This design comes from an exercise in tuning for small area and a short achievable clock period on the open sky130 flow, not from production work.
Function was checked by simulation only, so behaviour that the tests miss may differ from the original.

Setup of pepper:
// fpmul_queue_wrapper
module fpmul_queue_wrapper #(
  parameter int DW    = 32,
  parameter int DEPTH = 4,
  parameter int CNT_W = $clog2(DEPTH) + 1
) (
  input  logic          Clk,
  input  logic          Rst_n,
  input  logic [2:0]    A,
  input  logic          WE,
  input  logic          RE,
  input  logic [DW-1:0] InData,
  output logic [DW-1:0] OutData,
  output logic          irq,
  output logic          done_sig
);
Settings: LEC_CHECK=0, CAP_MARGIN=20, CORE_MARGIN=2, CORE_UTILIZATION=40, SLEW_MARGIN=20, SYNTH_HIERARCHICAL=1; clock period 12.0 ns.
standard.sh (not shown) runs the stock make flow with config.mk's settings and CLKGATE_MAP_FILE= SYNTH_SCRIPT=/design/flow/synth_recipe.tcl, a recipe that flattens the netlist after the stock synthesis.
==> flow/flow/run.sh <==
#!/bin/bash
set -euo pipefail
CTS="-sink_clustering_enable -repair_clock_nets -dont_use_dummy_load"
CTS="$CTS -buf_list {sky130_fd_sc_hd__clkbuf_8 sky130_fd_sc_hd__clkbuf_16}"
CTS="$CTS -sink_clustering_size 26 -sink_clustering_max_diameter 110"
bash standard.sh SETUP_SLACK_MARGIN=5.9 "CTS_ARGS=$CTS" \
  "BUFFER_PORTS_ARGS=-buffer_cell sky130_fd_sc_hd__buf_1" \
  "PRE_IO_PLACEMENT_TCL=$PWD/flow/io.tcl" finish > standard.log 2>&1
==> flow/flow/io.tcl <==
# Keep the bus ports whose paths run from input to output (A, WE, RE to OutData,
# done_sig) together on one edge of the die.
set pins {A[0] A[1] A[2] WE RE done_sig irq}
for {set i 0} {$i < 32} {incr i} { lappend pins "OutData\[$i\]" }
set_io_pin_constraint -pin_names $pins -region left:*
### pepper -> sierra
==> flow/flow/run.sh <==
#!/bin/bash
set -euo pipefail
CTS="-sink_clustering_enable -repair_clock_nets -dont_use_dummy_load"
CTS="$CTS -buf_list {sky130_fd_sc_hd__clkbuf_8 sky130_fd_sc_hd__clkbuf_16}"
CTS="$CTS -sink_clustering_size 20 -sink_clustering_max_diameter 100"
bash standard.sh SETUP_SLACK_MARGIN=5.9 "CTS_ARGS=$CTS" \
  "BUFFER_PORTS_ARGS=-buffer_cell sky130_fd_sc_hd__buf_2" finish > standard.log 2>&1
removed: flow/flow/io.tcl
## What came out
- Slew of the pin with the lowest slew margin (higher): pepper
- Reported for sierra and pepper, core footprint turned out identical to the last digit.
- Side by side, met2 demand-to-capacity share in global routing turned out higher in sierra than in pepper.
- Looking at start point of the critical path, the A[1] result is from pepper; the A[0] one comes from sierra.
- Diff pepper -> sierra: starting utilization of the core area ~0 delta, total met2 wirelength after detailed routing went up 2.3 mm, worst hold margin essentially unchanged, setup slack picked up an extra 0.099 ns.
- Looking at maximum clock rate, sierra sits about 1.6% above pepper.
- sierra against pepper: sequential share of layout area lost 0.69 points; non-filler instance count after layout grew by 12.
- In the metrics for sierra and pepper, the one carrying the lower synthesis-to-finish area growth is pepper.
## Diff of input files: fjord against sierra
==> flow/flow/run.sh <==
#!/bin/bash
set -euo pipefail
CTS="-sink_clustering_enable -repair_clock_nets -dont_use_dummy_load"
CTS="$CTS -buf_list {sky130_fd_sc_hd__clkbuf_8 sky130_fd_sc_hd__clkbuf_16}"
CTS="$CTS -sink_clustering_size 20 -sink_clustering_max_diameter 100"
bash standard.sh SETUP_SLACK_MARGIN=5.9 "CTS_ARGS=$CTS" finish > standard.log 2>&1
Notes after the runs:
- Changes observed in fjord relative to sierra: post-route clock period utilization has remained practically unchanged, area growth from synthesis to final layout rose 2.7 points.
- Comparing sierra with fjord, the fmax came out essentially unchanged.
- fjord vs sierra, worst setup path startpoint: InData[1] vs A[0]
- Comparing fjord and sierra, the lower final design area excluding fillers was measured on sierra.
- fjord has largest clock skew in the final design below what sierra had.
Modified inputs, raven compared to fjord
==> flow/flow/run.sh <==
#!/bin/bash
set -euo pipefail
CTS="-sink_clustering_enable -repair_clock_nets -dont_use_dummy_load"
CTS="$CTS -buf_list {sky130_fd_sc_hd__clkbuf_8 sky130_fd_sc_hd__clkbuf_16}"
CTS="$CTS -sink_clustering_size 26 -sink_clustering_max_diameter 110"
bash standard.sh SETUP_SLACK_MARGIN=5.9 "CTS_ARGS=$CTS" \
  "BUFFER_PORTS_ARGS=-buffer_cell sky130_fd_sc_hd__buf_1" finish > standard.log 2>&1
==> notes.md <==
- Between fjord and raven, the flow reports post-place instance area decreasing slightly.
- Delta(routed length on met1, raven - fjord) < 0
- raven improves on fjord in design area.

[static timing again, ports no longer ideal]
The flow's constraints put no driver on any port. The routed layouts listed below were extracted and timed again, unchanged, in two steps.
Step 1 sets driving cells, clkbuf_16 on the clock port and buf_2 on the other inputs (assumed; they add their load-dependent delay and slew).
Step 2 moves the port delays by t, midway between the first and last clock arrival at a register: inputs arrive t later, outputs are due t later. That takes back most of the time a late clock gives input paths.
a / b / c = ideal / step 1 / step 2; a / b = the first two.
run | t, ns | slack for setup (ns) | hold slack, ns | worst register clock-pin slew, ns | worst slew at a driven data input, ns
pepper | 0.618 | 5.821 / 5.799 / 5.799 | 0.479 / 0.479 / 0.479 | 0.11 / 0.11 | 0.05
sierra | 0.639 | 5.920 / 5.889 / 5.889 | 0.480 / 0.480 / 0.480 | 0.09 / 0.09 | 0.05
fjord | 0.640 | 5.926 / 5.869 / 5.869 | 0.471 / 0.471 / 0.471 | 0.09 / 0.09 | 0.07
raven | 0.614 | 5.963 / 5.924 / 5.924 | 0.481 / 0.481 / 0.481 | 0.11 / 0.11 | 0.07
After both steps setup and hold are still met in every run listed. The setup slack of fjord, which loses most, moves by -0.057 ns with the drivers and by -0.057 ns with both steps.
